What follows belongs to an exercise in optimizing a design on an open flow for small area; a production flow would make more cautious choices. In this exercise RTL edits were held to simulation tests only and were not proved equivalent to the original. No activity file was given, so power comes from the tool's default toggle rates.

==> flow/design.v <==
`default_nettype none
package ehc_pkg;
    localparam int unsigned NUM_CAP  = 20;
    localparam int unsigned NUM_ICMP = 4;
    localparam int unsigned Q_DEPTH  = 2;
    localparam int unsigned CMP_W    = 17;
    localparam int unsigned CAP_ET_HI = 0;
    localparam int unsigned CAP_ET_LO = 1;
    localparam int unsigned CAP_B14   = 2;
    localparam int unsigned CAP_B15   = 3;
    localparam int unsigned CAP_B16   = 4;
    localparam int unsigned CAP_B17   = 5;
    localparam int unsigned CAP_B18   = 6;
    localparam int unsigned CAP_B19   = 7;
    localparam int unsigned CAP_B20   = 8;
    localparam int unsigned CAP_B21   = 9;
    localparam int unsigned CAP_B22   = 10;
    localparam int unsigned CAP_B23   = 11;
    localparam int unsigned CAP_SPA   = 12;
    localparam int unsigned CAP_TPA   = 16;
    localparam int unsigned IP_HDR_POS = 14;
    localparam logic [15:0] ETH_IPV4   = 16'h0800;
    localparam logic [15:0] ETH_ARP    = 16'h0806;
    localparam logic [15:0] ETH_MACSEC = 16'h88E5;
    localparam logic [15:0] ARP_HTYPE_ETH = 16'h0001;
    localparam logic [15:0] ARP_OP_REQ    = 16'h0001;
    localparam logic [15:0] ARP_OP_REPLY  = 16'h0002;
    localparam logic [7:0]  ARP_HLEN      = 8'd6;
    localparam logic [7:0]  ARP_PLEN      = 8'd4;
    localparam logic [7:0]  IP_PROTO_ICMP = 8'd1;
    localparam logic [7:0]  SHORT_LEN_MASK = 8'h3F;
    localparam logic [CMP_W-1:0] MIN_ETH    = CMP_W'(14);
    localparam logic [CMP_W-1:0] MIN_ARP    = CMP_W'(42);
    localparam logic [CMP_W-1:0] MIN_IPV4   = CMP_W'(34);
    localparam logic [CMP_W-1:0] MIN_ICMP   = CMP_W'(42);
    localparam logic [CMP_W-1:0] MIN_MACSEC = CMP_W'(36);
    localparam logic [CMP_W-1:0] MIN_IHL    = CMP_W'(20);
    localparam logic [CMP_W-1:0] IHL_SPAN   = CMP_W'(22);
    localparam logic [2:0] ST_OK        = 3'd0;
    localparam logic [2:0] ST_MALFORMED = 3'd1;
    localparam logic [2:0] ST_TRUNC     = 3'd2;
    localparam logic [2:0] ST_UNKNOWN   = 3'd3;
    localparam logic [2:0] ST_UNSUP     = 3'd4;
    localparam logic [2:0] PR_UNKNOWN = 3'd0;
    localparam logic [2:0] PR_ARP     = 3'd1;
    localparam logic [2:0] PR_ICMP    = 3'd2;
    localparam logic [2:0] PR_MACSEC  = 3'd3;
    localparam logic [2:0] PR_IPV4    = 3'd4;
    typedef struct packed {
        logic [NUM_CAP-1:0][7:0]  cap;
        logic [NUM_ICMP-1:0][7:0] icmp;
    } t_frame_rec;
    typedef struct packed {
        logic [2:0]  status;
        logic [2:0]  protocol;
        logic [31:0] word_a;
        logic [31:0] word_b;
        logic [15:0] half_a;
        logic [15:0] half_b;
        logic [7:0]  byte_a;
        logic [7:0]  byte_b;
        logic [7:0]  byte_c;
    } t_verdict;
    function automatic logic [6:0] cap_pos(input int unsigned k);
        if (k < 12) begin
            cap_pos = 7'(12 + k);
        end else if (k < 16) begin
            cap_pos = 7'(16 + k);
        end else begin
            cap_pos = 7'(22 + k);
        end
    endfunction
endpackage
`default_nettype wire
`default_nettype none
module ethernet_arp_icmp_macsec_classifier_core #(
    parameter int unsigned LENGTH_BITS = 14
) (
    input  wire logic                   i_clk,
    input  wire logic                   i_rst_n,
    input  wire logic                   i_in_valid,
    output logic                        o_in_stall,
    input  wire logic [7:0]             i_data_byte,
    input  wire logic                   i_last_byte,
    output logic                        o_out_valid,
    input  wire logic                   i_out_stall,
    output logic [2:0]                  o_status,
    output logic [2:0]                  o_protocol,
    output logic [LENGTH_BITS-1:0]      o_frame_length,
    output logic [31:0]                 o_word_a,
    output logic [31:0]                 o_word_b,
    output logic [15:0]                 o_half_a,
    output logic [15:0]                 o_half_b,
    output logic [7:0]                  o_byte_a,
    output logic [7:0]                  o_byte_b,
    output logic [7:0]                  o_byte_c
);
    localparam logic [LENGTH_BITS-1:0] COUNT_MAX = {LENGTH_BITS{1'b1}};
    localparam logic [1:0] PC_OTHER = 2'd0;
    localparam logic [1:0] PC_ARP   = 2'd1;
    localparam logic [1:0] PC_IPV4  = 2'd2;
    localparam logic [1:0] PC_MAC   = 2'd3;
    logic                   r_pend;    
    logic                   r_hb;      
    logic                   r_ov;      
    logic                   r_osel;    
    logic [LENGTH_BITS-1:0] r_count_n;  
    logic [LENGTH_BITS-1:0] r_count;
    logic accept, push, pop, xfer, tgt;
    assign o_in_stall  = r_hb && r_pend;
    assign o_out_valid = r_ov;
    assign accept      = i_in_valid && !o_in_stall;
    assign push        = accept && i_last_byte;
    assign pop         = (r_hb || r_pend) && (!r_ov || !i_out_stall);
    assign xfer        = r_pend && (!r_hb || pop);
    assign tgt         = r_hb ? r_osel : !r_osel;
    always_ff @(posedge i_clk) begin
        if (!i_rst_n) begin
            r_pend <= 1'b0;
            r_hb   <= 1'b0;
            r_ov   <= 1'b0;
            r_osel <= 1'b0;
        end else begin
            r_pend <= push || (r_pend && !xfer);
            r_hb   <= r_hb ? (!pop || r_pend) : (r_pend && !pop);
            r_ov   <= pop || (r_ov && i_out_stall);
            r_osel <= r_osel ^ pop;
        end
    end
    logic [LENGTH_BITS-1:0] inc_count;
    assign r_count   = ~r_count_n;
    assign inc_count = r_pend ? LENGTH_BITS'(1) :
                       (r_count != COUNT_MAX) ? r_count + LENGTH_BITS'(1) : r_count;
    always_ff @(posedge i_clk) begin
        if (!i_rst_n) begin
            r_count_n <= '1;
        end else if (accept) begin
            r_count_n <= ~inc_count;
        end else if (xfer) begin
            r_count_n <= '1;
        end
    end
    logic [31:0] f_wa;    
    logic [31:0] f_wb;    
    logic [15:0] f_ha;    
    logic [7:0]  f_ba;    
    logic [7:0]  f_bb;    
    logic [1:0]  f_pc;
    logic        f_k1;    
    logic        cap;
    logic [LENGTH_BITS-1:0] p;
    logic        arp, ip4, mac;
    logic [LENGTH_BITS:0]   d;       
    logic [7:0]  db;
    logic        db_z;
    assign cap  = accept && !r_pend;
    assign p    = r_count;
    assign arp  = (f_pc == PC_ARP);
    assign ip4  = (f_pc == PC_IPV4);
    assign mac  = (f_pc == PC_MAC);
    assign d    = {1'b0, r_count} - (LENGTH_BITS+1)'({~f_wa[3:0], 2'b00});
    assign db   = i_data_byte;
    assign db_z = (db == 8'd0);
    function automatic logic at(input logic [LENGTH_BITS-1:0] pos, input int unsigned k);
        at = (pos == LENGTH_BITS'(k));
    endfunction
    logic icmp0, icmp1, icmp2, icmp3;
    assign icmp0 = ip4 && (d == (LENGTH_BITS+1)'(14));
    assign icmp1 = ip4 && (d == (LENGTH_BITS+1)'(15));
    assign icmp2 = ip4 && (d == (LENGTH_BITS+1)'(16));
    assign icmp3 = ip4 && (d == (LENGTH_BITS+1)'(17));
    logic k_upd, k_first, k_e0, k_e3, k_match;
    assign k_upd   = (arp && (at(p, 14) || at(p, 15) || at(p, 16) || at(p, 17))) ||
                     (ip4 && at(p, 23)) ||
                     (mac && (at(p, 16) || at(p, 17) || at(p, 18) || at(p, 19)));
    assign k_first = (arp && at(p, 14)) || (ip4 && at(p, 23)) || (mac && at(p, 16));
    assign k_e0    = (arp && at(p, 15)) || ip4;
    assign k_e3    = arp && at(p, 16);
    assign k_match = (db[7:4] == 4'd0) && (db[2:1] == 2'd0) && (db[0] == k_e0) && (db[3] == k_e3);
    always_ff @(posedge i_clk) begin
        if (cap) begin
            if ((arp && at(p, 28)) || (mac && at(p, 16))) f_wa[31:24] <= ~db;
            if ((arp && at(p, 29)) || (mac && at(p, 17))) f_wa[23:16] <= ~db;
            if ((arp && at(p, 30)) || (mac && at(p, 18))) f_wa[15:8]  <= ~db;
            if ((arp && at(p, 31)) || (mac && at(p, 19)) || (ip4 && at(p, 14))) f_wa[7:0] <= ~db;
            if (arp && at(p, 38)) f_wb[31:24] <= ~db;
            if ((arp && at(p, 39)) || (ip4 && at(p, 22))) f_wb[23:16] <= ~db;
            if ((arp && at(p, 40)) || (ip4 && at(p, 16))) f_wb[15:8]  <= ~db;
            if ((arp && at(p, 41)) || (ip4 && at(p, 17))) f_wb[7:0]   <= ~db;
            if ((arp && at(p, 20)) || icmp2) f_ha[15:8] <= ~db;
            if ((arp && at(p, 21)) || icmp3) f_ha[7:0]  <= ~db;
            if (at(p, 12) || (arp && at(p, 18)) || icmp0 || (mac && at(p, 14))) f_ba <= ~db;
            if ((arp && at(p, 19)) || icmp1 || (mac && at(p, 15))) f_bb <= ~db;
            if (at(p, 13)) begin
                case ({~f_ba, db})
                    ehc_pkg::ETH_ARP:    f_pc <= PC_ARP;
                    ehc_pkg::ETH_IPV4:   f_pc <= PC_IPV4;
                    ehc_pkg::ETH_MACSEC: f_pc <= PC_MAC;
                    default:             f_pc <= PC_OTHER;
                endcase
            end
            if (k_upd) f_k1 <= k_match && (k_first || f_k1);
        end
    end
    logic       n_fv;
    logic       n_x;
    logic [1:0] n_pr;
    logic [LENGTH_BITS-1:0] L;
    assign L = r_count;
    always_comb begin
        n_fv = 1'b0;
        n_x  = 1'b0;
        n_pr = 2'd0;
        if (L >= LENGTH_BITS'(14)) begin
            case (f_pc)
                PC_ARP: begin
                    n_pr = 2'd1;
                    if (L >= LENGTH_BITS'(42)) begin
                        n_fv = 1'b1;
                        n_x  = !f_k1 || (~f_ba) != ehc_pkg::ARP_HLEN || (~f_bb) != ehc_pkg::ARP_PLEN ||
                               ((~f_ha) != ehc_pkg::ARP_OP_REQ && (~f_ha) != ehc_pkg::ARP_OP_REPLY);
                    end
                end
                PC_IPV4: begin
                    if (L < LENGTH_BITS'(34) || !f_k1) begin
                        n_fv = 1'b1;
                        n_x  = 1'b1;
                    end else begin
                        n_pr = 2'd2;
                        if (L >= LENGTH_BITS'(42)) begin
                            if ((~f_wa[3:0]) < 4'd5 || d[LENGTH_BITS] ||
                                d[LENGTH_BITS-1:0] < LENGTH_BITS'(22)) begin
                                n_x = 1'b1;
                            end else begin
                                n_fv = 1'b1;
                                n_x  = (~f_wb[23:16]) == 8'd0 ||
                                       ((~f_ba) >= 8'd19 && (~f_ba) <= 8'd29);
                            end
                        end
                    end
                end
                PC_MAC: begin
                    n_pr = 2'd3;
                    if (L >= LENGTH_BITS'(36)) begin
                        n_fv = 1'b1;
                        n_x  = !f_ba[7] || f_k1;
                    end
                end
                default: begin
                    n_fv = 1'b1;
                end
            endcase
        end
    end
    logic [31:0]            b_wa [2];
    logic [31:0]            b_wb [2];
    logic [15:0]            b_ha [2];
    logic [7:0]             b_ba [2];
    logic [7:0]             b_bb [2];
    logic [LENGTH_BITS-1:0] b_len[2];
    logic [1:0]             b_pr [2];
    logic                   b_x  [2];
    logic                   b_fv [2];
    for (genvar i = 0; i < 2; i++) begin : g_buf
        always_ff @(posedge i_clk) begin
            if (xfer && (tgt == 1'(i))) begin
                b_wa[i]  <= f_wa;
                b_wb[i]  <= f_wb;
                b_ha[i]  <= f_ha;
                b_ba[i]  <= f_ba;
                b_bb[i]  <= f_bb;
                b_len[i] <= r_count_n;
                b_pr[i]  <= n_pr;
                b_x[i]   <= n_x;
                b_fv[i]  <= n_fv;
            end
        end
    end
    logic [31:0] s_wa [2];
    logic [31:0] s_wb [2];
    logic [15:0] s_ha [2];
    logic [15:0] s_hb [2];
    logic [7:0]  s_ba [2];
    logic [7:0]  s_bb [2];
    logic [7:0]  s_bc [2];
    for (genvar i = 0; i < 2; i++) begin : g_out
        logic sel, e_arp, e_icmp, e_mac;
        assign sel    = (r_osel == 1'(i)) && b_fv[i] && (b_pr[i] != 2'd0);
        assign e_arp  = sel && (b_pr[i] == 2'd1);
        assign e_icmp = sel && (b_pr[i] == 2'd2);
        assign e_mac  = sel && (b_pr[i] == 2'd3);
        assign s_wa[i] = ~b_wa[i] & {32{e_arp || e_mac}};
        assign s_wb[i] = ~b_wb[i] & {32{e_arp}};
        assign s_ha[i] = ~b_ha[i] & {16{e_arp || e_icmp}};
        assign s_hb[i] = ~b_wb[i][15:0] & {16{e_icmp}};
        assign s_ba[i] = ~b_ba[i] & {8{sel}};
        assign s_bb[i] = ~b_bb[i] & {{2{sel && !e_mac}}, {6{sel}}};
        assign s_bc[i] = (~b_wb[i][23:16] & {8{e_icmp}}) | {7'd0, e_mac && ~b_ba[i][5]};
    end
    logic       o_fv;
    logic       o_x;
    logic [1:0] o_pr;
    assign o_fv = r_osel ? b_fv[1] : b_fv[0];
    assign o_x  = r_osel ? b_x[1]  : b_x[0];
    assign o_pr = r_osel ? b_pr[1] : b_pr[0];
    always_comb begin
        if (!o_fv) begin
            o_status = o_x ? ehc_pkg::ST_MALFORMED : ehc_pkg::ST_TRUNC;
        end else if (o_pr != 2'd0) begin
            o_status = {2'b00, o_x};
        end else begin
            o_status = o_x ? ehc_pkg::ST_UNSUP : ehc_pkg::ST_UNKNOWN;
        end
    end
    assign o_word_a       = s_wa[0] | s_wa[1];
    assign o_word_b       = s_wb[0] | s_wb[1];
    assign o_half_a       = s_ha[0] | s_ha[1];
    assign o_half_b       = s_hb[0] | s_hb[1];
    assign o_byte_a       = s_ba[0] | s_ba[1];
    assign o_byte_b       = s_bb[0] | s_bb[1];
    assign o_byte_c       = s_bc[0] | s_bc[1];
    assign o_protocol     = {o_fv && o_x && (o_pr == 2'd0), o_pr};
    assign o_frame_length = ~(r_osel ? b_len[1] : b_len[0]);
endmodule
`default_nettype wire
==> flow/flow/run.sh <==
#!/bin/bash
# layout flow: the standard flow (standard.sh) with
#  - synthesis: the standard synthesis script, run on a copy of ORFS's scripts in which only
#    the ABC mapping script (abc_speed.script) is replaced by flow/abc_map.script, an
#    area-recovering variant of it; flip-flops are mapped before ABC, so registers, their
#    names and cell types are those of the standard synthesis
#  - port buffers made of the smallest buffer cell, sky130_fd_sc_hd__buf_1
#  - clock tree of clkbuf_8 with small sink clusters and no dummy loads
# logs: synth.log and standard.log here, and each step's log under orfs/logs
set -euo pipefail
rm -rf scripts_abc
cp -r "$FLOW_HOME/scripts" scripts_abc
cp flow/abc_map.script scripts_abc/abc_speed.script
export BUFFER_PORTS_ARGS="-buffer_cell sky130_fd_sc_hd__buf_1"
export CTS_ARGS="-sink_clustering_enable -repair_clock_nets -sink_clustering_size 20 -sink_clustering_max_diameter 50 -buf_list sky130_fd_sc_hd__clkbuf_8 -dont_use_dummy_load"
bash standard.sh synth SCRIPTS_DIR="$PWD/scripts_abc" > synth.log 2>&1
bash standard.sh > standard.log 2>&1
==> flow/flow/abc_map.script <==
&get -n
&st
&dch
&nf
&st
&syn2
&if -g -K 6
&synch2
&nf -R 1000
&put
==> flow/standard.sh <==
#!/bin/bash
# synth_recipe.tcl (not shown) runs the flow's synth.tcl, then flattens the netlist and writes it again
# the make line also repeats each setting of config.mk as NAME=value (left out here)
make -C /OpenROAD-flow-scripts/flow DESIGN_CONFIG=/design/flow/config.mk WORK_HOME=/design/flow/orfs CLKGATE_MAP_FILE= SYNTH_SCRIPT=/design/flow/synth_recipe.tcl "${@:-finish}"
==> flow/config.mk <==
export PLATFORM = sky130hd
export DESIGN_NAME = ethernet_arp_icmp_macsec_classifier_core
export DESIGN_NICKNAME = ethernet_arp_icmp_macsec_classifier_core
export VERILOG_FILES = /design/flow/design.v
export SDC_FILE = /design/flow/constraint.sdc
export NUM_CORES = 4
export LEC_CHECK = 0
export CAP_MARGIN = 20
export CORE_MARGIN = 2
export CORE_UTILIZATION = 75
export SLEW_MARGIN = 20
==> flow/constraint.sdc <==
create_clock -name core_clock -period 5.0 [get_ports {i_clk}]
set_input_delay 1.0000 -clock core_clock [delete_from_list [all_inputs] [get_ports {i_clk}]]
set_output_delay 1.0000 -clock core_clock [all_outputs]
set_load 0.01 [all_outputs]
==> summary.txt, run 1 <==
Critical path's largest stage delay -> 620 ps
Post-synth EDFFs -> 327
Post-Synth XOR/XNOR Area -> 1.03%
Area grow syn2layout -> 10.4%
Fin. max-slew vios -> 0
Post-Synth Simple-Gate Area -> 7.10%
Crit-path leading delay family -> simple AND/OR/NAND/NOR gates
Power Density -> 327 nW/um2
Clk buf depth -> 3
Drc violations -> 0
DR WL/cell -> 25.0 um
Syn avg cell area -> 16.7 um2
Net Count, Synth -> 788
Worst R2R Path Depth -> 14
TritonRoute pass-1 iters -> 5
Crit-path max FO -> 12
First-pass GRT wire length -> 43,700 um
Syn Std Cell Area -> 12,800 um2
Routability cong. -> 0.927
Period utilization -> 79.4%
GRT overflow -> 0
Crit start category -> flip-flop
Rel. slew slack -> 37.9%
Post-route cell area -> 14,100 um2
Actual slew at the worst max-slew pin -> 929 ps
Fin nets -> 980
Leak Pwr -> 4.26 nW
Adder-cell share of the synthesized area -> 1.21%
Async S/R FF share, synth -> 0%
Most common cell after layout, fill and taps aside -> edfxtp_1
Synth Area in Compound Gates -> 8.86%
Layout cell share with drive strength beyond 1 -> 4.19%
H-tree levels -> 1
Synthesis-stage register bit count -> 345
Area post-placement -> 13,700 um2
CP bufs+invs -> 2
CP endpoint kind -> flip-flop
1st-iter DRT viols -> 898
Vias per inst -> 6.94
Run status -> no timing/DRC/antenna violations
Critical path type -> flip-flop to flip-flop
Post-Route WL -> 29,400 um
Req. time, crit path -> 5240 ps
Post-CTS Setup Inserts -> 0
Max IR drop VDD -> 278 uV
N_diodes -> 0
Die width -> 135 um
Clk root buf -> clkbuf_8
Vias -> 8,143
TritonCTS Buffers -> 27
Flop-to-flop setup slack -> 1030 ps
Skew-Pair Late Insertion Delay -> 570 ps
Routed Antenna Nets -> 0
Port Buf Inserts -> 154
CTS tree -> done
Hold Path Class -> flip-flop to flip-flop
Post-synthesis mux area share -> 1.52%
Crit path depth -> 14
Crit-path cells -> clkinv_1, ha_1, a21o_1, a21oi_1, nand2b_1, nand4b_1, nor3b_1, a21oi_1, nor3_1, nand2_1, nor4_1, a211oi_1, nor3_1, buf_4
M2 GR Usage -> 54.9%
Placeable Area -> 16,600 um2
Yosys warnings -> 17
RSZ-0062 raised after global routing -> no
Part of the Yosys area used for sequential elements -> 79.7%
Gate Count Post-Synth -> 764
Slowest-stage cell, CP -> dfxtp_1
Io pins -> 155
Global routing usage on met1 -> 44.7%
Die area -> 18,100 um2
Max-cap violation count -> 0
Main flop type after synthesis -> edfxtp_1
Worst hold path cell count -> 0
Fin crit period -> 3970 ps
Vias in the first global route -> 7,705
Layout Skew -> 45.8 ps
Clk slew on worst S/H paths -> 90 ps
Final setup fails -> 0
Hpwl dp -> 18,400 um
Largest net degree at the start of global routing -> 113
Distinct cell type count after synthesis -> 47
Cts hold-fix bufs -> 0
Rows -> 47
Max Fclk -> 252 MHz
Combinational family with the most area after synthesis -> compound AO/OA/AOI/OAI gates
Setup_tns -> 0 ps
Initial antenna violation count -> 0
Die Height -> 135 um
Gr busiest metal -> met2
Post_cts resized -> 0
All-layer global routing usage -> 32.4%
Hold Vio Cnt, Final -> 0
Met3 Use GR -> 4.88%
Worst EP arrival -> 4210 ps
Starting density of the core -> 76.8%
Most frequent cells in the layout -> edfxtp_1 (327), buf_1 (154), o22ai_1 (121), nand2_1 (31), nor2_1 (29)
CTS Sinks -> 345
-- power by group --
group	internal (mW)	switching, mW
combinational	0.0396	0.119
clock	0.483	0.797
sequential	3.16	0.0168
total	3.69	0.933
-- cell families (layout without fill, tap and decap cells) --
| family | count (synthesis) | in the layout |
|---|---|---|
| muxes | 19 | 19 |
| adders and majority gates | 12 | 12 |
| and+or+nand+nor | 172 | 172 |
| DFF | 345 | 345 |
| xor gates and xnor gates | 15 | 15 |
| AOI/OAI and AO/OA | 180 | 180 |
| buffers and inverters | 21 | 211 |
-- final cells by class --
cell class / instances / area [um2]
multi-input cells: 398 / 2530
clock buffers: 27 / 372
fillers: 770 / 2530
well taps: 220 / 275
inverters: 21 / 78.8
flip-flops and latches: 345 / 10200
repair buffers: 163 / 674
-- routing by layer --
| metal | up-vias | part of all wire [%] |
|---|---|---|
| met5 | - | 0 |
| met4 | 0 | 3.4 |
| met3 | 93 | 9.4 |
| met2 | 597 | 50 |
| met1 | 3974 | 37 |
| li1 | 3479 | - |
-- registers in the layout (all words and copies together) (netlist names), 2 cells and up --
signal     count
b_ba          16
r_count_n     14
b_bb          16
f_ha          16
b_pr           4
f_wa          32
f_wb          32
b_x            2
b_len         28
b_wa          64
f_ba           8
b_ha          32
f_bb           8
b_wb          64
f_pc           2
b_fv           2
-- worst paths after layout --
path | startpoint | endpoint
worst max-delay path | r_count_n[3] | f_ba[1]
worst min-delay path | f_wa[8] | b_wa[1][8]
worst max register to register | r_count_n[3] | f_ba[1]
worst min register to register | f_wa[8] | b_wa[1][8]
-- per-stage QoR --
stage	setup slack [ps]	hold slack (ps)	power [mW]	instances	util [%]
after global routing	859	433	4.70	1174	84.8
after CTS	945	429	4.60	1172	84.7
final	1030	427	4.62	1174	84.8
after floorplan	205	421	3.33	764	-
after detailed placement	1240	432	3.40	1145	82.5
after global placement	1410	423	3.39	1145	82.5
-- Yosys cell counts, drive strengths merged (4+ instances only) --
master  instances  area, um2
and2           11       68.8
mux2i          16        160
or3             5       31.3
xnor2          11       96.3
nor2b           6       37.5
a21oi          15       75.1
nand4          12       75.1
nor3           19       95.1
a21o            4       30.0
and3           10       62.6
dfxtp          18        360
edfxtp        327       9820
ha             10        125
clkinv         21       78.8
o22ai         121        757
nand2          31        116
nand3          16       80.1
nor4            8       50.1
o211ai          5       37.5
nor2           30        113
xor2            4       35.0
nand2b          8       50.1
o21ai          15       75.1
nand4b          4       35.0
-- worst register-to-register path: stages (launching register included) --
cell and delay, ps:
dfxtp_1 620, clkinv_1 170, ha_1 310, a21o_1 180
a21oi_1 260, nand2b_1 190, nand4b_1 150, nor3b_1 230
a21oi_1 60, nor3_1 390, nand2_1 150, nor4_1 430
a211oi_1 110, nor3_1 210, buf_4 200
==> run 2, diff against run 1 <==
--- a/flow/flow/run.sh
+++ b/flow/flow/run.sh
@@ -14,3 +14,3 @@
 export BUFFER_PORTS_ARGS="-buffer_cell sky130_fd_sc_hd__buf_1"
-export CTS_ARGS="-sink_clustering_enable -repair_clock_nets -sink_clustering_size 20 -sink_clustering_max_diameter 50 -buf_list sky130_fd_sc_hd__clkbuf_8 -dont_use_dummy_load"
+export CTS_ARGS="-sink_clustering_enable -repair_clock_nets -sink_clustering_size 24 -sink_clustering_max_diameter 40 -buf_list sky130_fd_sc_hd__clkbuf_8 -dont_use_dummy_load"
 bash standard.sh synth SCRIPTS_DIR="$PWD/scripts_abc" > synth.log 2>&1
==> run 2 against run 1 <==
Compared with the run above: flip-flop and latch count did not move; core utilization rose by 0.65 points; count of clock-buffer cells in the layout rose by 8; synthesized cell count did not move; combinational power barely moved; sequential share of layout area fell by 0.55 points; area after synthesis did not move; critical endpoint is now f_ba[7]; largest cell class unchanged; largest power group unchanged.
==> summary.txt, run 2 <==
Hold Vio Cnt, Final -> 0 (unchanged)
Period utilization -> 79.9% (+0.56 points)
Largest net degree at the start of global routing -> 113 (unchanged)
Power Density -> 339 nW/um2 (+3.5%)
Skew-Pair Late Insertion Delay -> 560 ps (about the same)
Fill cells -> 727 (-5.6%)
Die width -> 135 um (unchanged)
CP endpoint kind -> flip-flop
Hold Path Class -> flip-flop to flip-flop
Starting density of the core -> 76.8% (unchanged)
Setup_tns -> 0 ps (unchanged)
Multi-input gate area -> 2530 um2 (unchanged)
Rel. slew slack -> 31.5% (-6.3 points)
RSZ-0062 raised after global routing -> no
N_diodes -> 0 (unchanged)
Placed Cells incl. Taps -> 1,145 (unchanged)
TritonRoute pass-1 iters -> 6 (+1)
GRT overflow -> 0 (unchanged)
Syn avg cell area -> 16.7 um2 (unchanged)
Synth top area share -> 76.8% (unchanged)
Cts hold-fix bufs -> 0 (unchanged)
Synthesis-stage register bit count -> 345 (unchanged)
Port Buf Inserts -> 154 (unchanged)
DR WL/cell -> 26.0 um (+3.9%)
All-layer global routing usage -> 33.9% (+1.5 points)
FF+latch area -> 10,200 um2 (unchanged)
Area post-placement -> 13,700 um2 (unchanged)
Run status -> no timing/DRC/antenna violations
Post-Route WL -> 30,700 um (+4.6%)
TritonCTS Buffers -> 35 (+30%)
Die Height -> 135 um (unchanged)
Crit-path max FO -> 12 (unchanged)
Distinct cell type count after synthesis -> 47 (unchanged)
Fin crit period -> 4000 ps (+28.1 ps)
Drc violations -> 0 (unchanged)
Yosys warnings -> 17 (unchanged)
Area grow syn2layout -> 11.3%
Top post-synthesis cells by count -> edfxtp_1 (327), o22ai_1 (121), nand2_1 (31)
Vias per inst -> 6.95 (+0.14%)
Initial antenna violation count -> 0 (unchanged)
Max IR drop VDD -> 286 uV (+2.8%)
Flop-to-flop setup slack -> 1000 ps (-30 ps)
Non-Filler Instances -> 1,182 (+0.68%)
Cell taking the most area after synthesis -> edfxtp_1
Largest registers -> b_wa x64, b_wb x64
CTS tree -> done
Max Fclk -> 250 MHz (-0.70%)
Actual slew at the worst max-slew pin -> 1020 ps (+94.4 ps)
Post-route cell area -> 14,200 um2 (+0.76%)
Most frequent cells in the layout -> edfxtp_1 (327), buf_1 (154), o22ai_1 (121), clkbuf_8 (35), nand2_1 (31)
Fin. max-slew vios -> 0 (unchanged)
Part of the Yosys area used for sequential elements -> 79.7% (unchanged)
Routed Antenna Nets -> 0 (unchanged)
Net Count, Synth -> 788 (unchanged)
Vias in the first global route -> 7,846 (+1.8%)
Io pins -> 155 (unchanged)
Async S/R FF share, synth -> 0% (unchanged)
Max-cap violation count -> 0 (unchanged)
Worst EP arrival -> 4200 ps (about the same)
Vias -> 8,210 (+0.82%)
Syn Std Cell Area -> 12,800 um2 (unchanged)
Layout Skew -> 65.3 ps (+19.4 ps)
Hpwl dp -> 18,400 um (unchanged)
1st-iter DRT viols -> 962 (+7.1%)
Most common cell after layout, fill and taps aside -> edfxtp_1
Main flop type after synthesis -> edfxtp_1
Post_cts resized -> 0 (unchanged)
Die area -> 18,100 um2 (unchanged)
Clk buf depth -> 3 (unchanged)
Final setup fails -> 0 (unchanged)
Clk slew on worst S/H paths -> 100 ps (about the same)
Placeable Area -> 16,600 um2 (unchanged)
Rows -> 47 (unchanged)
Most common cell in the netlist -> edfxtp_1
Clk root buf -> clkbuf_8
First-pass GRT wire length -> 45,100 um (+3.2%)
Layout cell share with drive strength beyond 1 -> 4.99% (+0.80 points)
Crit start category -> flip-flop
Leak Pwr -> 4.31 nW (+1.3%)
Critical path type -> flip-flop to flip-flop
Fin nets -> 988 (+0.82%)
Post-CTS Setup Inserts -> 0 (unchanged)
H-tree levels -> 2 (+1)
Post-synth EDFFs -> 327 (unchanged)
Req. time, crit path -> 5200 ps (-40 ps)
Gate Count Post-Synth -> 764 (unchanged)
Synth top area cells -> edfxtp_1 (77%), o22ai_1 (5.9%), dfxtp_1 (2.8%), mux2i_1 (1.3%), ha_1 (0.98%)
CTS Sinks -> 345 (unchanged)
Routability cong. -> 0.927 (unchanged)
run 2: cell types whose count changed in the layout (fill, tap and decap cells not counted):
cell,change
buf_2,+1
clkbuf_4,-1
clkbuf_8,+8
run 2: cells by family after synthesis:
| family | synth area share (%) |
|---|---|
| DFF | 79.7 |
| AOI/OAI and AO/OA | 8.86 |
| and+or+nand+nor | 7.10 |
| buffers and inverters | 0.617 |
| muxes | 1.52 |
| xor gates and xnor gates | 1.03 |
| adders and majority gates | 1.21 |
run 2: through the flow:
| stage | power [mW] | hold WS [ps] | worst slack, ps | utilization [%] |
|---|---|---|---|---|
| 6_report | 4.81 | 439 | 1000 | 85.4 |
| 5_1_grt | 4.90 | 444 | 851 | 85.4 |
| 4_1_cts | 4.80 | 438 | 968 | 85.3 |
| 3_5_place_dp | 3.40 | 432 | 1240 | 82.5 |
| 3_3_place_gp | 3.39 | 423 | 1410 | 82.5 |
| 2_1_floorplan | 3.33 | 421 | 205 | - |
run 2: worst max-delay path: stages (launching register included):
cell and delay (ps):
dfxtp_1 630, clkinv_1 170, ha_1 320, a21o_1 180
a21oi_1 260, nand2b_1 190, nand4b_1 150, nor3b_1 230
a21oi_1 60, nor3_1 410, nand2_1 150, nor4_1 410
a211oi_1 100, nor3_1 210, buf_4 200
run 2: layout make-up:
type	count	share of cell area, %
Tap cell	220	1.94
Multi-Input combinational cell	398	17.8
Inverter	21	0.554
Timing Repair Buffer	163	4.73
Clock buffer	35	3.39
Sequential cell	345	71.6
run 2: worst paths after layout:
kind | startpoint | to | cells past startpoint
max | r_count_n[3] | f_ba[7] | 14
min reg2reg | f_wb[11] | b_wb[1][11] | 0
max reg2reg | r_count_n[3] | f_ba[7] | 14
min | f_wb[11] | b_wb[1][11] | 0
run 2: layer usage:
metal | track usage (%) | part of all wire [%]
met2 | 56.7 | 51
met4 | 14.2 | 4.1
met3 | 6.27 | 9.8
met5 | 0 | 0
met1 | 45.0 | 36
run 2: where the power goes:
part           internal, mW  leakage [nW]  switching (mW)
clock                 0.626         0.252           0.849
combinational        0.0395          1.01           0.119
sequential             3.16          3.05          0.0172
==> run 3, diff against run 2 <==
--- a/flow/flow/run.sh
+++ b/flow/flow/run.sh
@@ -14,3 +14,3 @@
 export BUFFER_PORTS_ARGS="-buffer_cell sky130_fd_sc_hd__buf_1"
-export CTS_ARGS="-sink_clustering_enable -repair_clock_nets -sink_clustering_size 24 -sink_clustering_max_diameter 40 -buf_list sky130_fd_sc_hd__clkbuf_8 -dont_use_dummy_load"
+export CTS_ARGS="-sink_clustering_enable -repair_clock_nets -sink_clustering_size 18 -sink_clustering_max_diameter 45 -buf_list sky130_fd_sc_hd__clkbuf_8 -dont_use_dummy_load"
 bash standard.sh synth SCRIPTS_DIR="$PWD/scripts_abc" > synth.log 2>&1
==> run 3 against run 2 <==
Compared with the run above: global-route usage shrank 0.75 points; final area shrank 0.48%; wire length shrank 2.0%; flip-flop and latch count is the same; first-iteration DRC count shrank 3.0%; total power shrank 2.4%; area after synthesis is the same; critical path type unchanged; largest cell class unchanged.
==> summary.txt, run 3 <==
Run status -> no timing/DRC/antenna violations
Setup crit start -> r_count_n[3]
Area grow syn2layout -> 10.7%
Post_cts resized -> 0 (unchanged)
DR WL/cell -> 25.6 um (-1.6%)
Crit-path cells -> clkinv_1, ha_1, a21o_1, a21oi_1, nand2b_1, nand4b_1, nor3b_1, a21oi_1, nor3_1, nand2_1, nor4_1, a211oi_1, nor3_1, buf_4
Rows -> 47 (unchanged)
TritonRoute pass-1 iters -> 6 (unchanged)
Worst hold path cell count -> 0 (unchanged)
Main flop type after synthesis -> edfxtp_1
Syn Std Cell Area -> 12,800 um2 (unchanged)
Clk pwr share -> 29.0% (-1.6 points)
Total power draw -> 4.70 mW (-2.4%)
Adder-cell share of the synthesized area -> 1.21% (unchanged)
Die area -> 18,100 um2 (unchanged)
Worst EP arrival -> 4280 ps (+80 ps)
Crit-path max FO -> 12 (unchanged)
RSZ-0062 raised after global routing -> no
Die Height -> 135 um (unchanged)
Syn avg cell area -> 16.7 um2 (unchanged)
Most frequent cells in the layout -> edfxtp_1 (327), buf_1 (154), o22ai_1 (121), nand2_1 (31), clkbuf_8 (30)
Gate Count Post-Synth -> 764 (unchanged)
Max-cap violation count -> 0 (unchanged)
Post-CTS Setup Inserts -> 0 (unchanged)
Max Fclk -> 248 MHz (-0.89%)
Post-Synth Simple-Gate Area -> 7.10% (unchanged)
CP endpoint kind -> flip-flop
Vias per inst -> 6.98 (+0.44%)
Hold Path Origin -> f_wa[8]
NetSw -> 0.965 mW (-2.1%)
Synth top area cells -> edfxtp_1 (77%), o22ai_1 (5.9%), dfxtp_1 (2.8%), mux2i_1 (1.3%), ha_1 (0.98%)
Clk slew on worst S/H paths -> 90 ps (about the same)
1st-iter DRT viols -> 933 (-3.0%)
Critical path type -> flip-flop to flip-flop
Leak Pwr -> 4.28 nW (-0.83%)
Post-Route WL -> 30,100 um (-2.0%)
Final setup fails -> 0 (unchanged)
Crit path depth -> 14 (unchanged)
Internal Power -> 3.73 mW (-2.5%)
Async S/R FF share, synth -> 0% (unchanged)
Hold Path Class -> flip-flop to flip-flop
CTS tree -> done
Sequential power share -> 67.7% (+1.6 points)
Fin nets -> 983 (-0.51%)
Post-Synth XOR/XNOR Area -> 1.03% (unchanged)
Routability cong. -> 0.927 (unchanged)
Clk buf depth -> 3 (unchanged)
Drc violations -> 0 (unchanged)
Most common cell after layout, fill and taps aside -> edfxtp_1
Setup_tns -> 0 ps (unchanged)
Routed Antenna Nets -> 0 (unchanged)
Most common cell in the netlist -> edfxtp_1
Cell taking the most area after synthesis -> edfxtp_1
Top post-synthesis cells by count -> edfxtp_1 (327), o22ai_1 (121), nand2_1 (31)
First-pass GRT wire length -> 44,600 um (-1.1%)
TritonCTS Buffers -> 30 (-14%)
Synth top area share -> 76.8% (unchanged)
Slowest-stage cell, CP -> dfxtp_1
Vias -> 8,211 (+0.012%)
Layout cell share with drive strength beyond 1 -> 4.49% (-0.50 points)
Largest registers -> b_wa x64, b_wb x64
Actual slew at the worst max-slew pin -> 986 ps (-37.6 ps)
Io pins -> 155 (unchanged)
Vias in the first global route -> 7,779 (-0.85%)
GRT overflow -> 0 (unchanged)
Crit-path leading delay family -> simple AND/OR/NAND/NOR gates
Placeable Area -> 16,600 um2 (unchanged)
Combinational family with the most area after synthesis -> compound AO/OA/AOI/OAI gates
Hold Vio Cnt, Final -> 0 (unchanged)
Net Count, Synth -> 788 (unchanged)
All-layer global routing usage -> 33.2% (-0.75 points)
Port Buf Inserts -> 154 (unchanged)
Yosys warnings -> 17 (unchanged)
Distinct cell type count after synthesis -> 47 (unchanged)
Combinational cell fraction of total power -> 3.4% (about the same)
Period utilization -> 80.7% (+0.72 points)
Crit start category -> flip-flop
Hpwl dp -> 18,400 um (unchanged)
Hold Path End -> b_wa[1][8]
Layout Skew -> 53.1 ps (-12.1 ps)
N_diodes -> 0 (unchanged)
Power Density -> 332 nW/um2 (-1.9%)
Max IR drop VDD -> 284 uV (-0.67%)
Initial antenna violation count -> 0 (unchanged)
H-tree levels -> 1 (-1)
Post-synth EDFFs -> 327 (unchanged)
Worst reg2reg endpoint -> f_ba[7]
Critical path's largest stage delay -> 630 ps (about the same)
Rel. slew slack -> 34.0% (+2.5 points)
Clk root buf -> clkbuf_8
Die width -> 135 um (unchanged)
Cts hold-fix bufs -> 0 (unchanged)
Req. time, crit path -> 5250 ps (+50 ps)
Sw frac -> 20.5% (+0.063 points)
R2r startpoint -> r_count_n[3]
Part of the Yosys area used for sequential elements -> 79.7% (unchanged)
Worst R2R Path Depth -> 14 (unchanged)
Flop-to-flop setup slack -> 970 ps (-40 ps)
CTS Sinks -> 345 (unchanged)
Fin crit period -> 4030 ps (+36.1 ps)
Largest net degree at the start of global routing -> 113 (unchanged)
Synthesis-stage register bit count -> 345 (unchanged)
Synth Area in Compound Gates -> 8.86% (unchanged)
Skew-Pair Late Insertion Delay -> 580 ps (+20 ps)
CP bufs+invs -> 2 (unchanged)
Starting density of the core -> 76.8% (unchanged)
Fin. max-slew vios -> 0 (unchanged)
Post-synthesis mux area share -> 1.52% (unchanged)
[run 3: cell counts after synthesis]
No cell type changed its count.
[run 3: area by class of cell]
| class | count | area [um2] |
|---|---|---|
| tap | 220 | 275 |
| clock buffer | 30 | 413 |
| timing repair buffer | 163 | 672 |
| fill | 747 | 2490 |
| sequential | 345 | 10200 |
| multi-input combinational | 398 | 2530 |
| inverter | 21 | 78.8 |
[run 3: per-layer routing]
metal	vias up	global-route usage, %	routed length (um)
met4	0	11.9	998
li1	3501	-	-
met5	-	0	0
met3	98	5.37	2670
met2	587	55.5	15300
met1	4025	45.5	11100
[run 3: worst max-delay path by stage]
| stage | endpoint | slack (ps) |
|---|---|---|
| 6_report | f_ba[7] | 970 |
| 5_1_grt | f_ba[7] | 830 |
| 4_1_cts | o_half_b[0] | 940 |
| 3_5_place_dp | f_bb[4] | 1240 |
| 3_3_place_gp | f_ba[5] | 1410 |
| 2_1_floorplan | b_ba[0][0] | 210 |
[run 3: per-stage QoR]
step / cells / area (um2) / hold slack, ps / utilization (%) / worst slack, ps
global placement: 1145 / 13700 / 423 / 82.5 / 1410
floorplan: 764 / 12800 / 421 / - / 205
finish: 1177 / 14200 / 436 / 85.0 / 966
detailed placement: 1145 / 13700 / 432 / 82.5 / 1240
global route: 1177 / 14200 / 445 / 85.0 / 830
CTS: 1175 / 14100 / 429 / 84.9 / 941
[run 3: worst reg2reg max path, delay by kind of cell (launching register included)]
family	cells	cell delay (ps)
adder cells (fa/ha/maj)	1	320
AND/OR/NAND/NOR	7	1760
buffers and inverters	2	390
flip-flops	1	630
AO/OA/AOI/OAI	4	620
[run 3: cell families after synthesis]
kind of cell,Yosys count
muxes,19
buffers and inverters,21
AOI/OAI and AO/OA,180
and+or+nand+nor,172
DFF,345
adders and majority gates,12
xor gates and xnor gates,15
[run 3: power groups by stage]
stage	registers (mW)	clock network, mW	logic [mW]
4_1_cts	3.18	1.36	0.155
2_1_floorplan	3.24	0	0.0825
5_1_grt	3.18	1.45	0.167
6_report	3.18	1.36	0.158
3_5_place_dp	3.24	0	0.154
3_3_place_gp	3.24	0	0.150
==> run 4, diff against run 3 <==
--- a/flow/design.v
+++ b/flow/design.v
@@ -152,3 +152,4 @@
     logic        arp, ip4, mac;
-    logic [LENGTH_BITS:0]   d;       
+    logic [7:0]  d;                  
+    logic        lo7;                
     logic [7:0]  db;
@@ -160,3 +161,4 @@
     assign mac  = (f_pc == PC_MAC);
-    assign d    = {1'b0, r_count} - (LENGTH_BITS+1)'({~f_wa[3:0], 2'b00});
+    assign d    = {1'b0, r_count[6:0]} - {2'b00, ~f_wa[3:0], 2'b00};
+    assign lo7  = (r_count[LENGTH_BITS-1:7] == '0);
     assign db   = i_data_byte;
@@ -167,8 +169,9 @@
     logic icmp0, icmp1, icmp2, icmp3;
-    assign icmp0 = ip4 && (d == (LENGTH_BITS+1)'(14));
-    assign icmp1 = ip4 && (d == (LENGTH_BITS+1)'(15));
-    assign icmp2 = ip4 && (d == (LENGTH_BITS+1)'(16));
-    assign icmp3 = ip4 && (d == (LENGTH_BITS+1)'(17));
-    logic k_upd, k_first, k_e0, k_e3, k_match;
-    assign k_upd   = (arp && (at(p, 14) || at(p, 15) || at(p, 16) || at(p, 17))) ||
+    assign icmp0 = ip4 && lo7 && (d == 8'd14);
+    assign icmp1 = ip4 && lo7 && (d == 8'd15);
+    assign icmp2 = ip4 && lo7 && (d == 8'd16);
+    assign icmp3 = ip4 && lo7 && (d == 8'd17);
+    logic k_upd, k_first, k_e0, k_e1, k_e2, k_e3, k_alt, k_match;
+    assign k_upd   = (arp && (at(p, 14) || at(p, 15) || at(p, 16) || at(p, 17) ||
+                              at(p, 18) || at(p, 19) || at(p, 20) || at(p, 21))) ||
                      (ip4 && at(p, 23)) ||
@@ -176,5 +179,9 @@
     assign k_first = (arp && at(p, 14)) || (ip4 && at(p, 23)) || (mac && at(p, 16));
-    assign k_e0    = (arp && at(p, 15)) || ip4;
+    assign k_e0    = (arp && (at(p, 15) || at(p, 21))) || ip4;
+    assign k_e1    = arp && at(p, 18);
+    assign k_e2    = arp && (at(p, 18) || at(p, 19));
     assign k_e3    = arp && at(p, 16);
-    assign k_match = (db[7:4] == 4'd0) && (db[2:1] == 2'd0) && (db[0] == k_e0) && (db[3] == k_e3);
+    assign k_alt   = arp && at(p, 21);
+    assign k_match = (db[7:4] == 4'd0) && (db[3] == k_e3) && (db[2] == k_e2) &&
+                     ((db[1:0] == {k_e1, k_e0}) || (k_alt && db[1:0] == 2'b10));
     always_ff @(posedge i_clk) begin
@@ -219,4 +226,3 @@
                         n_fv = 1'b1;
-                        n_x  = !f_k1 || (~f_ba) != ehc_pkg::ARP_HLEN || (~f_bb) != ehc_pkg::ARP_PLEN ||
-                               ((~f_ha) != ehc_pkg::ARP_OP_REQ && (~f_ha) != ehc_pkg::ARP_OP_REPLY);
+                        n_x  = !f_k1;
                     end
@@ -230,4 +236,3 @@
                         if (L >= LENGTH_BITS'(42)) begin
-                            if ((~f_wa[3:0]) < 4'd5 || d[LENGTH_BITS] ||
-                                d[LENGTH_BITS-1:0] < LENGTH_BITS'(22)) begin
+                            if ((~f_wa[3:0]) < 4'd5 || (lo7 && (d[7] || d[6:0] < 7'd22))) begin
                                 n_x = 1'b1;
==> run 4 against run 3 <==
Compared with the run above: core utilization rose by 0.18 points; total power fell by 1.1%; die area fell by 0.27%; global-route usage fell by 2.2 points; largest power group unchanged; register-to-register slack improved by 320 ps; final cell count fell by 1.1%; non-clock buffer count rose by 2; area after synthesis fell by 0.27%; critical endpoint is now o_word_b[9]; combinational power barely moved; via count fell by 3.2%.
==> summary.txt, run 4 <==
Run status -> no timing/DRC/antenna violations
Synth top area share -> 77.1% (+0.21 points)
Vias in the first global route -> 7,467 (-4.0%)
Vias per inst -> 6.83 (-2.1%)
Max IR drop VDD -> 301 uV (+5.9%)
All-layer global routing usage -> 30.9% (-2.2 points)
DR WL/cell -> 23.9 um (-6.4%)
Post-synth EDFFs -> 327 (unchanged)
First-pass GRT wire length -> 41,700 um (-6.3%)
Setup crit start -> b_pr[1][0]
Multi-input gate area -> 2500 um2 (-1.4%)
Yosys warnings -> 17 (unchanged)
Crit-path cells -> nand3_1, buf_4, or2_1, o22ai_1, buf_1
Hold_ws -> 437 ps (+0.707 ps)
Hpwl dp -> 17,300 um (-6.1%)
Most common cell after layout, fill and taps aside -> edfxtp_1
Clk root buf -> clkbuf_8
NetSw -> 0.927 mW (-3.9%)
Skew-Pair Late Insertion Delay -> 570 ps (about the same)
Syn avg cell area -> 17.0 um2 (+1.6%)
Leak Pwr -> 4.26 nW (-0.43%)
Post-CTS Setup Inserts -> 0 (unchanged)
Hold Vio Cnt, Final -> 0 (unchanged)
Combinational cell fraction of total power -> 3.4% (about the same)
Routability cong. -> 0.912 (-1.6%)
Starting density of the core -> 76.8% (about the same)
Sw frac -> 20.0% (-0.57 points)
Critical path type -> flip-flop to primary output
Port Buf Inserts -> 154 (unchanged)
CP bufs+invs -> 2 (unchanged)
Io pins -> 155 (unchanged)
Fin crit period -> 3930 ps (-103 ps)
Slowest-stage cell, CP -> or2_1
FF+latch area -> 10,200 um2 (unchanged)
Top post-synthesis cells by count -> edfxtp_1 (327), o22ai_1 (119), nand2_1 (28)
Rel. slew slack -> 22.3% (-12 points)
Fin. max-slew vios -> 0 (unchanged)
Placeable Area -> 16,600 um2 (-0.35%)
TritonRoute pass-1 iters -> 6 (unchanged)
Syn Std Cell Area -> 12,700 um2 (-0.27%)
CTS tree -> done
CP endpoint kind -> primary output
Fill cells -> 762 (+2.0%)
Crit-path max FO -> 34 (+22)
Req. time, crit path -> 4000 ps (-1250 ps)
TritonCTS Buffers -> 29 (-3.3%)
Die Height -> 134 um (-0.13%)
Largest net degree at the start of global routing -> 89 (-21%)
Post_cts resized -> 0 (unchanged)
Internal Power -> 3.72 mW (-0.42%)
Layout cell share with drive strength beyond 1 -> 4.56% (+0.062 points)
Clk pwr share -> 28.1% (-0.9 points)
Initial antenna violation count -> 1 (+1)
GRT overflow -> 0 (unchanged)
1st-iter DRT viols -> 1,063 (+14%)
Hold Path Class -> flip-flop to flip-flop
Net Count, Synth -> 774 (-1.8%)
Cts hold-fix bufs -> 0 (unchanged)
Largest registers -> b_wa x64, b_wb x64
Post-Route WL -> 27,800 um (-7.5%)
Synthesis-stage register bit count -> 345 (unchanged)
Synth top area cells -> edfxtp_1 (77%), o22ai_1 (5.8%), dfxtp_1 (2.8%), mux2i_1 (1.3%), ha_1 (0.98%)
Total power draw -> 4.65 mW (-1.1%)
Clk buf depth -> 3 (unchanged)
CTS Sinks -> 345 (unchanged)
Clk slew on worst S/H paths -> 100 ps (about the same)
Power Density -> 329 nW/um2 (-0.99%)
H-tree levels -> 1 (unchanged)
Setup WS pre-CTS -> 1370 ps (+127 ps)
Routed Antenna Nets -> 0 (unchanged)
N_diodes -> 0 (unchanged)
Most frequent cells in the layout -> edfxtp_1 (327), buf_1 (154), o22ai_1 (119), clkbuf_8 (29), nand2_1 (28)
Vias -> 7,947 (-3.2%)
Layout Skew -> 48.5 ps (-4.65 ps)
R2r startpoint -> r_count_n[2]
Rows -> 47 (unchanged)
Worst EP arrival -> 2930 ps (-1350 ps)
Die area -> 18,000 um2 (-0.27%)
Fin nets -> 970 (-1.3%)
Most common cell in the netlist -> edfxtp_1
Worst setup margin -> 1070 ps (+103 ps)
Critical path's largest stage delay -> 950 ps (+320 ps)
Die width -> 134 um (-0.13%)
Part of the Yosys area used for sequential elements -> 79.9% (+0.22 points)
Period utilization -> 78.6% (-2.1 points)
Setup_tns -> 0 ps (unchanged)
Cell taking the most area after synthesis -> edfxtp_1
Crit-path leading delay family -> simple AND/OR/NAND/NOR gates
Fin util -> 85.2% (+0.18 points)
Drc violations -> 0 (unchanged)
Sequential power share -> 68.5% (+0.8 points)
Crit start category -> flip-flop
Max Fclk -> 254 MHz (+2.6%)
Main flop type after synthesis -> edfxtp_1
Actual slew at the worst max-slew pin -> 1170 ps (+179 ps)
Hold Path Origin -> f_bb[0]
RSZ-0062 raised after global routing -> no
Gate Count Post-Synth -> 750 (-1.8%)
Async S/R FF share, synth -> 0% (unchanged)
Final setup fails -> 0 (unchanged)
Max-cap violation count -> 0 (unchanged)
Distinct cell type count after synthesis -> 50 (+6.4%)
Area grow syn2layout -> 10.9%
-- run 4: area by class of cell --
cell class	instances	area share (%)
sequential	345	72.0
inverter	23	0.611
tap	220	1.95
multi-input combinational	382	17.7
timing repair buffer	165	4.91
clock buffer	29	2.82
-- run 4: metrics by stage --
step	cell area (um2)	instances
after global routing	14100	1164
after global placement	13700	1132
after CTS	14100	1162
after floorplan	12700	750
after detailed placement	13700	1133
final	14100	1164
-- run 4: metal layers --
metal | share of wire, % | track usage (%)
met2 | 52 | 53.5
met3 | 9.8 | 4.76
met4 | 3.0 | 9.47
met5 | 0 | 0
met1 | 36 | 41.6
-- run 4: final timing paths --
path,to,slack [ps],cells past startpoint
max,o_word_b[9],1070,5
min,b_bb[0][0],440,0
max reg2reg,f_bb[7],1290,12
min reg2reg,b_bb[0][0],440,0
-- run 4: power groups by stage --
stage | sequential, mW | combinational, mW | clock [mW]
after floorplan | 3.25 | 0.0847 | 0
after global placement | 3.24 | 0.151 | 0
after detailed placement | 3.25 | 0.157 | 0
after CTS | 3.18 | 0.158 | 1.31
after global routing | 3.18 | 0.171 | 1.39
final | 3.18 | 0.160 | 1.31
-- run 4: kinds of logic after synthesis --
logic type,count (synthesis),share of synthesized area (%)
buffers and inverters,23,0.677
xor gates and xnor gates,15,1.03
muxes,20,1.61
adders and majority gates,12,1.22
DFF,345,79.9
AOI/OAI and AO/OA,181,9.07
and+or+nand+nor,154,6.51
==> run 5, diff against run 4 <==
==> flow/flow/abc_map.script (replaced) <==
&get -n
&st
&dch
&nf
&st
&syn2
&if -g -K 6
&synch2
&nf
&st
&syn2
&if -g -K 6
&synch2
&nf
&st
&dch -f
&nf -R 1000
&st
&dch -f
&nf -R 1000
&st
&dch -f
&nf -R 1000
&st
&dch -f
&nf -R 1000
&put
==> run 5 against run 4 <==
Compared with the run above: sequential share of layout area up 0.63 points; maximum frequency increased by 0.96%; sequential power hardly changed; die area decreased by 0.88%; flip-flop and latch count unchanged; via count up 0.21%.
==> summary.txt, run 5 <==
Run status -> no timing/DRC/antenna violations
Port Buf Inserts -> 154 (unchanged)
Max IR drop VDD -> 279 uV (-7.1%)
Rows -> 47 (unchanged)
TritonCTS Buffers -> 31 (+6.9%)
Setup crit start -> r_osel
Period utilization -> 77.9% (-0.75 points)
Rel. slew slack -> 27.9% (+5.6 points)
First-pass GRT wire length -> 41,600 um (-0.40%)
R2r startpoint -> r_count_n[5]
Vias per inst -> 6.82 (-0.13%)
Vias -> 7,964 (+0.21%)
Skew-Pair Late Insertion Delay -> 600 ps (+30 ps)
Distinct cell type count after synthesis -> 42 (-16%)
Largest net degree at the start of global routing -> 78 (-12%)
Largest registers -> b_wa x64, b_wb x64
TritonRoute pass-1 iters -> 6 (unchanged)
Combinational cell fraction of total power -> 3.3% (about the same)
Critical path's largest stage delay -> 840 ps (-110 ps)
Routability cong. -> 0.964 (+5.6%)
Max Fclk -> 257 MHz (+0.96%)
Die area -> 17,900 um2 (-0.88%)
Total power draw -> 4.68 mW (+0.74%)
Initial antenna violation count -> 0 (-1)
Hold Path Class -> flip-flop to flip-flop
CTS Sinks -> 345 (unchanged)
Clk root buf -> clkbuf_8
Post-Route WL -> 27,400 um (-1.7%)
Setup_tns -> 0 ps (unchanged)
Hpwl dp -> 17,300 um (about the same)
Sw frac -> 19.9% (-0.037 points)
Placeable Area -> 16,500 um2 (-0.35%)
Critical path type -> flip-flop to primary output
Syn avg cell area -> 16.8 um2 (-1.2%)
Leak Pwr -> 4.27 nW (+0.16%)
N_diodes -> 0 (unchanged)
Vias in the first global route -> 7,601 (+1.8%)
RSZ-0062 raised after global routing -> no
Area grow syn2layout -> 10.9% (about the same)
Fin nets -> 974 (+0.41%)
H-tree levels -> 1 (unchanged)
Synth top area cells -> edfxtp_1 (78%), o22ai_1 (6.0%), dfxtp_1 (2.9%), mux2i_1 (1.3%), nand2_1 (1.2%)
Die width -> 134 um (-0.44%)
Routed Antenna Nets -> 0 (unchanged)
Post-synth EDFFs -> 327 (unchanged)
Synthesis-stage register bit count -> 345 (unchanged)
Fin crit period -> 3890 ps (-37.5 ps)
Clk slew on worst S/H paths -> 100 ps (about the same)
Cts hold-fix bufs -> 0 (unchanged)
Drc violations -> 0 (unchanged)
Fill cells -> 805 (+5.6%)
Placed Cells incl. Taps -> 1,137 (+0.35%)
Req. time, crit path -> 4000 ps (about the same)
Max-cap violation count -> 0 (unchanged)
Actual slew at the worst max-slew pin -> 1080 ps (-84.2 ps)
Top post-synthesis cells by count -> edfxtp_1 (327), o22ai_1 (121), nand2_1 (40)
Crit-path cells -> buf_4, nand4b_1, o22ai_1, buf_1
Cell taking the most area after synthesis -> edfxtp_1
All-layer global routing usage -> 30.8% (-0.14 points)
Layout Skew -> 48.6 ps (+0.116 ps)
Crit start category -> flip-flop
DR WL/cell -> 23.4 um (-2.0%)
CP endpoint kind -> primary output
1st-iter DRT viols -> 960 (-9.7%)
Clk pwr share -> 28.8% (+0.7 points)
Non-Filler Instances -> 1,168 (+0.34%)
Most common cell after layout, fill and taps aside -> edfxtp_1
Io pins -> 155 (unchanged)
Final setup fails -> 0 (unchanged)
Internal Power -> 3.75 mW (+0.79%)
Fin. max-slew vios -> 0 (unchanged)
Slowest-stage cell, CP -> nand4b_1
Main flop type after synthesis -> edfxtp_1
Syn Std Cell Area -> 12,600 um2 (-0.90%)
Most frequent cells in the layout -> edfxtp_1 (327), buf_1 (154), o22ai_1 (121), nand2_1 (40), nor2_1 (32)
CTS tree -> done
Async S/R FF share, synth -> 0% (unchanged)
Post_cts resized -> 0 (unchanged)
NetSw -> 0.933 mW (+0.56%)
Gate Count Post-Synth -> 752 (+0.27%)
Most common cell in the netlist -> edfxtp_1
GRT overflow -> 0 (unchanged)
Sequential power share -> 67.9% (-0.6 points)
Crit-path max FO -> 25 (-26%)
Synth top area share -> 77.8% (+0.70 points)
Hold Vio Cnt, Final -> 0 (unchanged)
Yosys warnings -> 17 (unchanged)
Part of the Yosys area used for sequential elements -> 80.6% (+0.73 points)
Worst EP arrival -> 2890 ps (-40 ps)
Hold Path Origin -> f_wa[7]
Clk buf depth -> 3 (unchanged)
Net Count, Synth -> 776 (+0.26%)
Layout cell share with drive strength beyond 1 -> 4.96% (+0.40 points)
Post-CTS Setup Inserts -> 0 (unchanged)
Power Density -> 334 nW/um2 (+1.6%)
Die Height -> 134 um (-0.44%)
Starting density of the core -> 76.4% (-0.42 points)
[run 5: cell families after synthesis]
logic type      count (synthesis)  synth area share [%]
simple gates                  159                  6.15
flops                         345                  80.6
mux                            19                  1.54
xor+xnor                        6                 0.416
fa+ha+maj                      11                  1.15
compound gates                191                  9.51
buf+inv                        21                 0.624
[run 5: worst max-delay path, delay by kind of cell (launching register included)]
kind            cells  cell delay (ps)
simple gates        1              840
buf+inv             2              570
compound gates      1              540
flops               1              350
[run 5: worst paths after layout]
kind	to	slack (ps)	cells past startpoint
worst min-delay path	b_wa[0][7]	430	0
worst max-delay path	o_byte_c[6]	1110	4
worst min register to register	b_wa[0][7]	430	0
worst max register to register	f_k1	1520	8
[run 5: layout make-up]
type	count	area (um2)	area share (%)
sequential	345	10200	72.7
multi-input combinational	386	2390	17.0
inverter	21	78.8	0.563
tap	220	275	1.96
timing repair buffer	165	661	4.72
clock buffer	31	427	3.05
[run 5: power by group through the flow]
stage,Clock [mW],Sequential [mW],Combinational [mW]
2_1_floorplan,0,3.24,0.0804
3_3_place_gp,0,3.24,0.145
3_5_place_dp,0,3.24,0.151
4_1_cts,1.36,3.18,0.152
5_1_grt,1.44,3.18,0.163
6_report,1.35,3.18,0.154
[run 5: metal layers]
metal,GRT usage [%],vias up,share of wire [%]
met3,4.41,62,11
met5,0,-,0
li1,-,3448,-
met4,9.46,0,2.2
met2,51.2,592,50
met1,43.7,3862,37
[run 5: stage by stage]
| stage | worst slack (ps) | utilization (%) | instance area (um2) | hold WS, ps |
|---|---|---|---|---|
| 2_1_floorplan | 378 | - | 12600 | 421 |
| 3_3_place_gp | 1780 | 82.2 | 13600 | 422 |
| 3_5_place_dp | 1540 | 82.2 | 13600 | 430 |
| 4_1_cts | 890 | 84.7 | 14000 | 422 |
| 5_1_grt | 931 | 84.8 | 14000 | 436 |
| 6_report | 1110 | 84.8 | 14000 | 426 |
==> run 6, diff against run 5 <==
--- a/flow/flow/run.sh
+++ b/flow/flow/run.sh
@@ -14,3 +14,3 @@
 export BUFFER_PORTS_ARGS="-buffer_cell sky130_fd_sc_hd__buf_1"
-export CTS_ARGS="-sink_clustering_enable -repair_clock_nets -sink_clustering_size 18 -sink_clustering_max_diameter 45 -buf_list sky130_fd_sc_hd__clkbuf_8 -dont_use_dummy_load"
+export CTS_ARGS="-sink_clustering_enable -repair_clock_nets -sink_clustering_size 30 -sink_clustering_max_diameter 60 -buf_list sky130_fd_sc_hd__clkbuf_16 -dont_use_dummy_load"
 bash standard.sh synth SCRIPTS_DIR="$PWD/scripts_abc" > synth.log 2>&1
==> run 6 against run 5 <==
Compared with the run above: wire length up 2.9%; still clean; largest power group unchanged; core utilization down 0.16 points; critical path type unchanged; via count up 0.49%.
==> summary.txt, run 6 <==
Die width -> 134 um (unchanged)
Area grow syn2layout -> 10.7%
Rows -> 47 (unchanged)
Flop-to-flop setup slack -> 1600 ps (+80 ps)
Worst hold path cell count -> 0 (unchanged)
Largest registers -> b_wa x64, b_wb x64
Yosys warnings -> 17 (unchanged)
Fin nets -> 959 (-1.5%)
Post-Route WL -> 28,200 um (+2.9%)
Placeable Area -> 16,500 um2 (unchanged)
Period utilization -> 77.9% (about the same)
1st-iter DRT viols -> 1,016 (+5.8%)
Syn avg cell area -> 16.8 um2 (unchanged)
Clk root buf -> clkbuf_16
Routed Antenna Nets -> 0 (unchanged)
Post-CTS Setup Inserts -> 0 (unchanged)
R2r startpoint -> r_count_n[5]
Run status -> no timing/DRC/antenna violations
Vias -> 8,003 (+0.49%)
Synthesis-stage register bit count -> 345 (unchanged)
Setup crit start -> r_osel
Setup_tns -> 0 ps (unchanged)
Max-cap violation count -> 0 (unchanged)
RSZ-0062 raised after global routing -> no
Hold Vio Cnt, Final -> 0 (unchanged)
Actual slew at the worst max-slew pin -> 1070 ps (-10.3 ps)
Hold Path Origin -> f_ha[7]
Main flop type after synthesis -> edfxtp_1
Vias in the first global route -> 7,592 (-0.12%)
Die Height -> 134 um (unchanged)
Clk buf depth -> 3 (unchanged)
Port Buf Inserts -> 154 (unchanged)
Syn Std Cell Area -> 12,600 um2 (unchanged)
CTS tree -> done
Top post-synthesis cells by count -> edfxtp_1 (327), o22ai_1 (121), nand2_1 (40)
Gate Count Post-Synth -> 752 (unchanged)
Worst EP arrival -> 2900 ps (about the same)
TritonCTS Buffers -> 16 (-48%)
Combinational family with the most area after synthesis -> compound AO/OA/AOI/OAI gates
Hold Path Class -> flip-flop to flip-flop
Layout Skew -> 36.1 ps (-12.5 ps)
Hpwl dp -> 17,300 um (unchanged)
Layout cell share with drive strength beyond 1 -> 3.43% (-1.5 points)
Max IR drop VDD -> 286 uV (+2.3%)
Req. time, crit path -> 4000 ps (about the same)
Post-synth EDFFs -> 327 (unchanged)
Clk slew on worst S/H paths -> 110 ps (about the same)
Vias per inst -> 6.94 (+1.8%)
CTS Sinks -> 345 (unchanged)
Starting density of the core -> 76.4% (unchanged)
Fin. max-slew vios -> 0 (unchanged)
Routability cong. -> 0.964 (unchanged)
Final setup fails -> 0 (unchanged)
Io pins -> 155 (unchanged)
Async S/R FF share, synth -> 0% (unchanged)
Drc violations -> 0 (unchanged)
Synth Area in Compound Gates -> 9.51% (unchanged)
Net Count, Synth -> 776 (unchanged)
Leak Pwr -> 4.24 nW (-0.60%)
Die area -> 17,900 um2 (unchanged)
Most common cell after layout, fill and taps aside -> edfxtp_1
Crit-path max FO -> 25 (unchanged)
Synth top area cells -> edfxtp_1 (78%), o22ai_1 (6.0%), dfxtp_1 (2.9%), mux2i_1 (1.3%), nand2_1 (1.2%)
H-tree levels -> 1 (unchanged)
Post-Synth Simple-Gate Area -> 6.15% (unchanged)
Adder-cell share of the synthesized area -> 1.15% (unchanged)
Max Fclk -> 257 MHz (about the same)
Post-Synth XOR/XNOR Area -> 0.416% (unchanged)
Cts hold-fix bufs -> 0 (unchanged)
All-layer global routing usage -> 31.5% (+0.76 points)
FF+latch area -> 10,200 um2 (unchanged)
Most common cell in the netlist -> edfxtp_1
N_diodes -> 0 (unchanged)
CP endpoint kind -> primary output
Largest net degree at the start of global routing -> 78 (unchanged)
Hold Path End -> b_ha[1][7]
Initial antenna violation count -> 0 (unchanged)
Critical path type -> flip-flop to primary output
Part of the Yosys area used for sequential elements -> 80.6% (unchanged)
Worst R2R Path Depth -> 6 (-2)
GRT overflow -> 0 (unchanged)
Distinct cell type count after synthesis -> 42 (unchanged)
Post_cts resized -> 0 (unchanged)
Post-synthesis mux area share -> 1.54% (unchanged)
Skew-Pair Late Insertion Delay -> 500 ps (-100 ps)
Crit start category -> flip-flop
Fill cells -> 797 (-0.99%)
TritonRoute pass-1 iters -> 6 (unchanged)
Cell taking the most area after synthesis -> edfxtp_1
Fin util -> 84.6% (-0.16 points)
Most frequent cells in the layout -> edfxtp_1 (327), buf_1 (154), o22ai_1 (121), nand2_1 (40), nor2_1 (32)
Multi-input gate area -> 2390 um2 (unchanged)
Power Density -> 334 nW/um2 (about the same)
Rel. slew slack -> 28.6% (+0.69 points)
Synth top area share -> 77.8% (unchanged)
Worst reg2reg endpoint -> f_ha[7]
First-pass GRT wire length -> 42,400 um (+1.9%)
Fin crit period -> 3900 ps (+2.67 ps)
DR WL/cell -> 24.4 um (+4.3%)
==> run 6: critical path, stage by stage, from the launching register on <==
cell and delay, ps:
dfxtp_1 370, buf_4 380, nand4b_1 870, o22ai_1 540
buf_1 220
==> run 6: how the worst max path moves through the flow <==
stage | to | slack (ps) | cells after the start
floorplan | b_ba[0][0] | 380 | 3
global placement | f_ha[1] | 1780 | 6
detailed placement | o_word_b[21] | 1540 | 6
CTS | o_word_b[21] | 970 | 6
global route | o_byte_c[0] | 990 | 4
finish | o_half_b[2] | 1100 | 4
==> run 6: layout make-up <==
type	count	share of cell area [%]
tap	220	1.97
inverter	21	0.564
multi-input combinational	386	17.1
timing repair buffer	165	4.72
sequential	345	72.8
clock buffer	16	2.86
==> run 6: metal layers <==
| layer | vias to the layer above | global-route usage, % | share of wire [%] |
|---|---|---|---|
| met5 | - | 0 | 0 |
| met4 | 0 | 9.69 | 2.8 |
| met3 | 75 | 3.77 | 10 |
| met2 | 630 | 53.4 | 51 |
| met1 | 3879 | 44.4 | 36 |
| li1 | 3419 | - | - |
==> run 6: report_power, final <==
part / switching (mW) / total [mW] / internal [mW]
logic: 0.119 / 0.156 / 0.0370
clock network: 0.764 / 1.34 / 0.578
registers: 0.0166 / 3.18 / 3.16
total: 0.899 / 4.68 / 3.78
==> run 6: metrics by stage <==
step	worst slack [ps]	total power [mW]	hold WS (ps)	instance area (um2)	std cells
detailed placement	1540	3.39	430	13600	1137
CTS	968	4.67	442	14000	1153
global route	985	4.77	448	14000	1153
global placement	1780	3.39	422	13600	1137
floorplan	378	3.33	421	12600	752
finish	1100	4.68	445	14000	1153
==> run 6: cells by family (layout without fill, tap and decap cells) <==
logic type      Yosys count  count (layout)
simple gates            159             159
buf+inv                  21             202
xor+xnor                  6               6
flops                   345             345
mux                      19              19
fa+ha+maj                11              11
compound gates          191             191

[separate check: timing with driven ports]
The flow's constraints put no driver on any port. The routed layouts listed below were extracted and timed again, unchanged, in two steps.
Step 1 sets driving cells, clkbuf_16 on the clock port and buf_2 on the other inputs (assumed; they add their load-dependent delay and slew).
Step 2 times the ports against the registers' clock, not the clock port: input delays grow and output delays shrink by t, the midpoint of the rising clock arrivals with the driver on.
Slacks: no drivers / after step 1 / after step 2; pairs: no drivers / after step 1.
run	t (ns)	setup WS [ns]	worst setup path at the end
run 1	0.589	1.031 / 1.031 / 1.031	register to register
run 2	0.564	1.003 / 1.003 / 1.003	register to register
run 3	0.601	0.966 / 0.966 / 0.966	register to register
run 4	0.585	1.069 / 1.032 / 1.285	register to register
run 5	0.613	1.107 / 1.069 / 1.518	register to register
run 6	0.522	1.104 / 1.063 / 1.524	input to register
After both steps setup and hold are still met in every run listed.
